From an optimization exercise on the open Yosys and OpenROAD flow, aimed at small area, a short achievable clock period and few clock cycles per item; shortcuts taken in it are not production practice.
RTL that was checked went through simulation tests only; none was proved equivalent to the original.
Power is estimated from default activity; no workload was simulated.

==> build 53: inputs <==
## conv_top
module conv_top (
    input  logic                                  clk_i,
    input  logic                                  rstn_i,
    input  logic                                  cfg_valid_i,
    input  logic [9*8-1:0]    cfg_coef_i,
    input  conv_pkg::conv_mode_e                  cfg_mode_i,
    input  logic                                  cfg_sat_i,
    input  logic                                  pix_valid_i,
    input  conv_pkg::pix_t                        pix_i,
    input  logic                                  stall_i,
    output logic                                  busy_o,
    output logic                                  out_valid_o,
    output conv_pkg::pix_t                        out_pix_o
);
Settings: LEC_CHECK=0, CAP_MARGIN=20, CORE_MARGIN=2, CORE_UTILIZATION=60, CTS_BUF_LIST=sky130_fd_sc_hd__clkbuf_8, CTS_CLUSTER_DIAMETER=40, CTS_CLUSTER_SIZE=16, SLEW_MARGIN=20; clock period 11.0 ns.
standard.sh (not shown) runs the stock make flow with config.mk's settings and CLKGATE_MAP_FILE= SYNTH_SCRIPT=/design/flow/synth_recipe.tcl, a recipe that flattens the netlist after the stock synthesis.
==> flow/flow/run.sh <==
#!/bin/bash
set -euo pipefail
bash standard.sh \
  SETUP_SLACK_MARGIN=7.5 \
  "CTS_ARGS=-sink_clustering_enable -repair_clock_nets -dont_use_dummy_load -sink_clustering_size 16 -sink_clustering_max_diameter 40 -buf_list sky130_fd_sc_hd__clkbuf_8" \
  finish > flow_make.log 2>&1
==> inputs of trial 14, as changes to build 53 <==
==> flow/run.sh (new file) <==
#!/bin/bash
# synth_recipe.tcl (not shown) runs the flow's synth.tcl, then flattens the netlist and writes it again
# the make line also repeats each setting of config.mk as NAME=value (left out here)
make -C /OpenROAD-flow-scripts/flow DESIGN_CONFIG=/design/flow/config.mk WORK_HOME=/design/flow/orfs CLKGATE_MAP_FILE= SYNTH_SCRIPT=/design/flow/synth_recipe.tcl finish
removed: flow/flow/run.sh
removed: flow/standard.sh
==> inputs of trial 23, as changes to build 53 <==
==> flow/flow/run.sh (replaced) <==
#!/bin/bash
set -euo pipefail
bash standard.sh \
  SETUP_SLACK_MARGIN=7.0 \
  "CTS_ARGS=-sink_clustering_enable -repair_clock_nets -dont_use_dummy_load -sink_clustering_size 16 -sink_clustering_max_diameter 40 -buf_list sky130_fd_sc_hd__clkbuf_8" \
  finish > flow_make.log 2>&1
==> impl_results.md <==
* Storage cell area at approximately 110000 µm²
* Antenna diode instance count at 20
* Total routing usage reported by global routing at 21.5%
* CP max-delay cell: dfxtp_2
* GRT Max-Usage Layer: met1
* Result of the run: finished clean
* Number of post-CTS setup repair buffers at 0
* Reg-to-Reg End: i_conv_engine.ob_r[12]
* Via Count at around 60k
* Total number of nets in the final design at roughly 10k
* Wire length of the first global-routing pass at between 300000 and 400000 µm
-- figures above: trial 14

==> impl_results.md <==
* Wire length of the first global-routing pass at between 300000 and 400000 µm
* Number of endpoints with negative hold slack in the final report at 0
* Result of the run: finished clean
* GRT Max-Usage Layer: met1
* Antenna diode instance count at 23
* Number of post-CTS setup repair buffers at 73
* CP max-delay cell: fa_2
* Most common cell after layout, fill and taps aside: dfxtp_1
* Via Count at roughly 60k
* Storage cell area at 112000 µm²
* Total number of nets in the final design at 9874
* Reg-to-Reg End: i_conv_engine.r2b_r[11]
-- figures above: trial 23

==> impl_results.md <==
* Storage cell area at 113000 µm²
* Result of the run: finished clean
* CP max-delay cell: fa_1
* Via Count at 61.0k
* Total routing usage reported by global routing at 22.5%
* Total number of nets in the final design at between 9k and 10k
* Antenna diode instance count at 15
-- figures above: build 53

Testbench counts of build 53, summed over its fixed seeds: cycles 1,542,548, pixels 1,536,000.
Testbench counts of trial 14, summed over its fixed seeds: cycles 1,542,548, pixels 1,536,000.
Testbench counts of trial 23, summed over its fixed seeds: cycles 1,542,548, pixels 1,536,000.

---

==> trial 85: inputs <==
conv_top, a different RTL version from the one above (not shown whole).
==> flow/config.mk <==
export PLATFORM = sky130hd
export DESIGN_NAME = conv_top
export DESIGN_NICKNAME = conv_top
export VERILOG_FILES = /design/flow/design.v
export SDC_FILE = /design/flow/constraint.sdc
export NUM_CORES = 4
export LEC_CHECK = 0
export CAP_MARGIN = 20
export CORE_MARGIN = 2
export CORE_UTILIZATION = 60
export CTS_BUF_LIST = sky130_fd_sc_hd__clkbuf_8
export CTS_CLUSTER_DIAMETER = 40
export CTS_CLUSTER_SIZE = 16
export SLEW_MARGIN = 20
==> flow/constraint.sdc <==
create_clock -name core_clock -period 11.0 [get_ports {clk_i}]
set_input_delay 2.2000 -clock core_clock [delete_from_list [all_inputs] [get_ports {clk_i}]]
set_output_delay 2.2000 -clock core_clock [all_outputs]
set_load 0.01 [all_outputs]
==> flow/flow/run.sh <==
#!/bin/bash
set -euo pipefail
bash standard.sh \
  SETUP_SLACK_MARGIN=7.5 \
  "CTS_ARGS=-sink_clustering_enable -repair_clock_nets -dont_use_dummy_load -sink_clustering_size 16 -sink_clustering_max_diameter 40 -buf_list sky130_fd_sc_hd__clkbuf_8 -root_buf sky130_fd_sc_hd__clkbuf_16" \
  finish > flow_make.log 2>&1
==> build 4 (differences from trial 85) <==
--- a/flow/design.v
+++ b/flow/design.v
@@ -304,35 +304,31 @@
             d[5*i+1] = (g == 4'b0011) || (g == 4'b0100) || (g == 4'b1011) || (g == 4'b1100);
             d[5*i+2] = (g == 4'b0101) || (g == 4'b0110) || (g == 4'b1001) || (g == 4'b1010);
             d[5*i+3] = (g == 4'b0111) || (g == 4'b1000);
             d[5*i+4] = g[3];
         end
         recode = d;
     endfunction
-    logic                 zero_r;
     always_ff @(posedge clk_i) begin
         if (!rstn_i) begin
-            zero_r  <= 1'b1;
+            for (int k = 0; k < 9; k++) begin
+                dig_r[k] <= '0;
+            end
             gauss_r <= 1'b0;
             erode_r <= 1'b0;
             sat_r   <= 1'b0;
         end else if (cfg_valid_i && !stall_i) begin
-            zero_r  <= 1'b0;
-            gauss_r <= (cfg_mode_i == conv_pkg::MODE_GAUSS);
-            erode_r <= (cfg_mode_i == conv_pkg::MODE_ERODE);
-            sat_r   <= cfg_sat_i;
-        end
-    end
-    always_ff @(posedge clk_i) begin
-        if (cfg_valid_i && !stall_i) begin
             for (int k = 0; k < 9; k++) begin
                 dig_r[k] <= recode({cfg_coef_i[(9 - k) * 8 - 1] &&
                                     (cfg_mode_i != conv_pkg::MODE_GAUSS),
                                     cfg_coef_i[(9 - k) * 8 - 1 -: 8]});
             end
+            gauss_r <= (cfg_mode_i == conv_pkg::MODE_GAUSS);
+            erode_r <= (cfg_mode_i == conv_pkg::MODE_ERODE);
+            sat_r   <= cfg_sat_i;
         end
     end
     logic [19:0] r1a_r, r1b_r, r2a_r, r2b_r, oa_r, ob_r;
     logic [19:0] v0a, v0b, v1a, v1b, v2a, v2b;
     logic v0_w1;
     logic v0_w2;
     logic v0_w3;
@@ -2340,17 +2336,15 @@
             s1_valid_r <= col_valid_i;
         end
     end
     logic [19:0]    sum;
     conv_pkg::pix_t result;
     always_comb begin
         sum = oa_r + ob_r;
-        if (zero_r) begin
-            result = '0;
-        end else if (erode_r) begin
+        if (erode_r) begin
             result = oh_r ? '1 : oc_r;
         end else if (gauss_r) begin
             result = sum[4 +: 8] +
                      conv_pkg::pix_t'(sum[4-1]);    
         end else if (sat_r && sum[19]) begin
             result = '0;
         end else if (sat_r && sum[18:8] != '0) begin
==> flow/flow/run.sh (replaced) <==
#!/bin/bash
set -euo pipefail
bash standard.sh \
  SETUP_SLACK_MARGIN=7.0 \
  "CTS_ARGS=-sink_clustering_enable -repair_clock_nets -dont_use_dummy_load -sink_clustering_size 20 -sink_clustering_max_diameter 45 -buf_list sky130_fd_sc_hd__clkbuf_8 -root_buf sky130_fd_sc_hd__clkbuf_16" \
  finish > flow_make.log 2>&1
Settings changed: CTS_CLUSTER_DIAMETER 40 to 45, CTS_CLUSTER_SIZE 16 to 20.
==> build 87 (differences from trial 85) <==
--- a/flow/design.v
+++ b/flow/design.v
@@ -304,35 +304,31 @@
             d[5*i+1] = (g == 4'b0011) || (g == 4'b0100) || (g == 4'b1011) || (g == 4'b1100);
             d[5*i+2] = (g == 4'b0101) || (g == 4'b0110) || (g == 4'b1001) || (g == 4'b1010);
             d[5*i+3] = (g == 4'b0111) || (g == 4'b1000);
             d[5*i+4] = g[3];
         end
         recode = d;
     endfunction
-    logic                 zero_r;
     always_ff @(posedge clk_i) begin
         if (!rstn_i) begin
-            zero_r  <= 1'b1;
+            for (int k = 0; k < 9; k++) begin
+                dig_r[k] <= '0;
+            end
             gauss_r <= 1'b0;
             erode_r <= 1'b0;
             sat_r   <= 1'b0;
         end else if (cfg_valid_i && !stall_i) begin
-            zero_r  <= 1'b0;
-            gauss_r <= (cfg_mode_i == conv_pkg::MODE_GAUSS);
-            erode_r <= (cfg_mode_i == conv_pkg::MODE_ERODE);
-            sat_r   <= cfg_sat_i;
-        end
-    end
-    always_ff @(posedge clk_i) begin
-        if (cfg_valid_i && !stall_i) begin
             for (int k = 0; k < 9; k++) begin
                 dig_r[k] <= recode({cfg_coef_i[(9 - k) * 8 - 1] &&
                                     (cfg_mode_i != conv_pkg::MODE_GAUSS),
                                     cfg_coef_i[(9 - k) * 8 - 1 -: 8]});
             end
+            gauss_r <= (cfg_mode_i == conv_pkg::MODE_GAUSS);
+            erode_r <= (cfg_mode_i == conv_pkg::MODE_ERODE);
+            sat_r   <= cfg_sat_i;
         end
     end
     logic [19:0] r1a_r, r1b_r, r2a_r, r2b_r, oa_r, ob_r;
     logic [19:0] v0a, v0b, v1a, v1b, v2a, v2b;
     logic v0_w1;
     logic v0_w2;
     logic v0_w3;
@@ -2340,17 +2336,15 @@
             s1_valid_r <= col_valid_i;
         end
     end
     logic [19:0]    sum;
     conv_pkg::pix_t result;
     always_comb begin
         sum = oa_r + ob_r;
-        if (zero_r) begin
-            result = '0;
-        end else if (erode_r) begin
+        if (erode_r) begin
             result = oh_r ? '1 : oc_r;
         end else if (gauss_r) begin
             result = sum[4 +: 8] +
                      conv_pkg::pix_t'(sum[4-1]);    
         end else if (sat_r && sum[19]) begin
             result = '0;
         end else if (sat_r && sum[18:8] != '0) begin
==> run summary <==
* Clock power share at between 20% and 30%
* Logic inverters at between 400 and 500
* Worst r2r dst: i_conv_engine.r2b_r[8]$_DFFE_PP_
* Met1 usage at around 30%
* Status: timing/DRC/antenna clean
* Worst Hold Launch: i_line_buffer.row0_r[2209]$_DFF_P_
* Area Growth Syn to Fin at 7.84%
* RD Place Congestion at slightly below 0.9
* Mapped Area at between 0.1 and 0.15 mm²
* Synth Area in XOR/XNOR at 2.38%
the above is filed under build 4

==> run summary <==
* Synth Area in XOR/XNOR at 2.38%
* Status: timing/DRC/antenna clean
* RD Place Congestion at between 0.9 and 1
* Logic inverters at 424
* Worst Hold Launch: i_line_buffer.row0_r[2370]$_DFF_P_
* Mapped Area at between 0.1 and 0.15 mm²
* Drt pass-1 iters at 9
* Clock power share at roughly 28%
* Crit. End Element: flip-flop
* Worst r2r dst: i_conv_engine.ob_r[8]$_DFF_P_
* Area Growth Syn to Fin at 9.94%
* DRT met1 WL at between 100,000 and 150,000 µm
the above is filed under build 87

==> run summary <==
* Mapped Area at roughly 0.14 mm²
* Area Growth Syn to Fin at 10.7%
* RD Place Congestion at 0.889
* Vias per inst at around 4.8
* Status: timing/DRC/antenna clean
* Logic inverters at between 400 and 500
* Clock power share at about 25%
* Met1 usage at between 30% and 40%
* Worst r2r dst: i_conv_engine.ob_r[8]$_DFF_P_
* Worst Hold Launch: i_line_buffer.row1_r[1624]$_DFF_P_
* Synth Area in XOR/XNOR at 2.33%
the above is filed under trial 85

Testbench counts of build 4, summed over its fixed seeds: cycles 1,542,548, pixels 1,536,000.
Testbench counts of build 87, summed over its fixed seeds: cycles 1,542,548, pixels 1,536,000.
The RTL of trial 85 was laid out without a check of its function.

==> port drivers added, routing unchanged <==
In the flow no input, the clock included, has a driving cell. The finished layouts below were timed again as built, in two steps. Step 1 assumes that a clkbuf_16 drives the clock port and a buf_2 every other input. Step 2 moves the port delays by t, midway between the first and last clock arrival at a register: inputs arrive t later, outputs are due t later. That takes back most of the time a late clock gives input paths. Three values: no drivers, after step 1, after step 2; two values: the first two.
run	t, ns	setup WS [ns]	worst setup path after step 2	clock arrival spread, ns	worst slew at a driven data input, ns
build 53	1.153	6.887 / 6.887 / 6.528	input to register	0.163 / 0.164	0.20
trial 14	1.123	5.895 / 5.895 / 5.895	register to register	0.158 / 0.158	0.11
trial 23	1.119	6.823 / 6.823 / 6.178	input to register	0.167 / 0.166	0.18
trial 85	0.945	6.711 / 6.711 / 6.711	register to register	0.143 / 0.143	0.18
build 4	0.928	6.895 / 6.895 / 6.223	input to register	0.134 / 0.134	0.25
build 87	0.928	6.896 / 6.896 / 6.692	input to register	0.131 / 0.130	0.24
After both steps setup and hold are still met in every run listed. For build 4, which loses most, drivers alone change the setup slack by 0.000 ns; drivers and shift together by -0.672 ns.
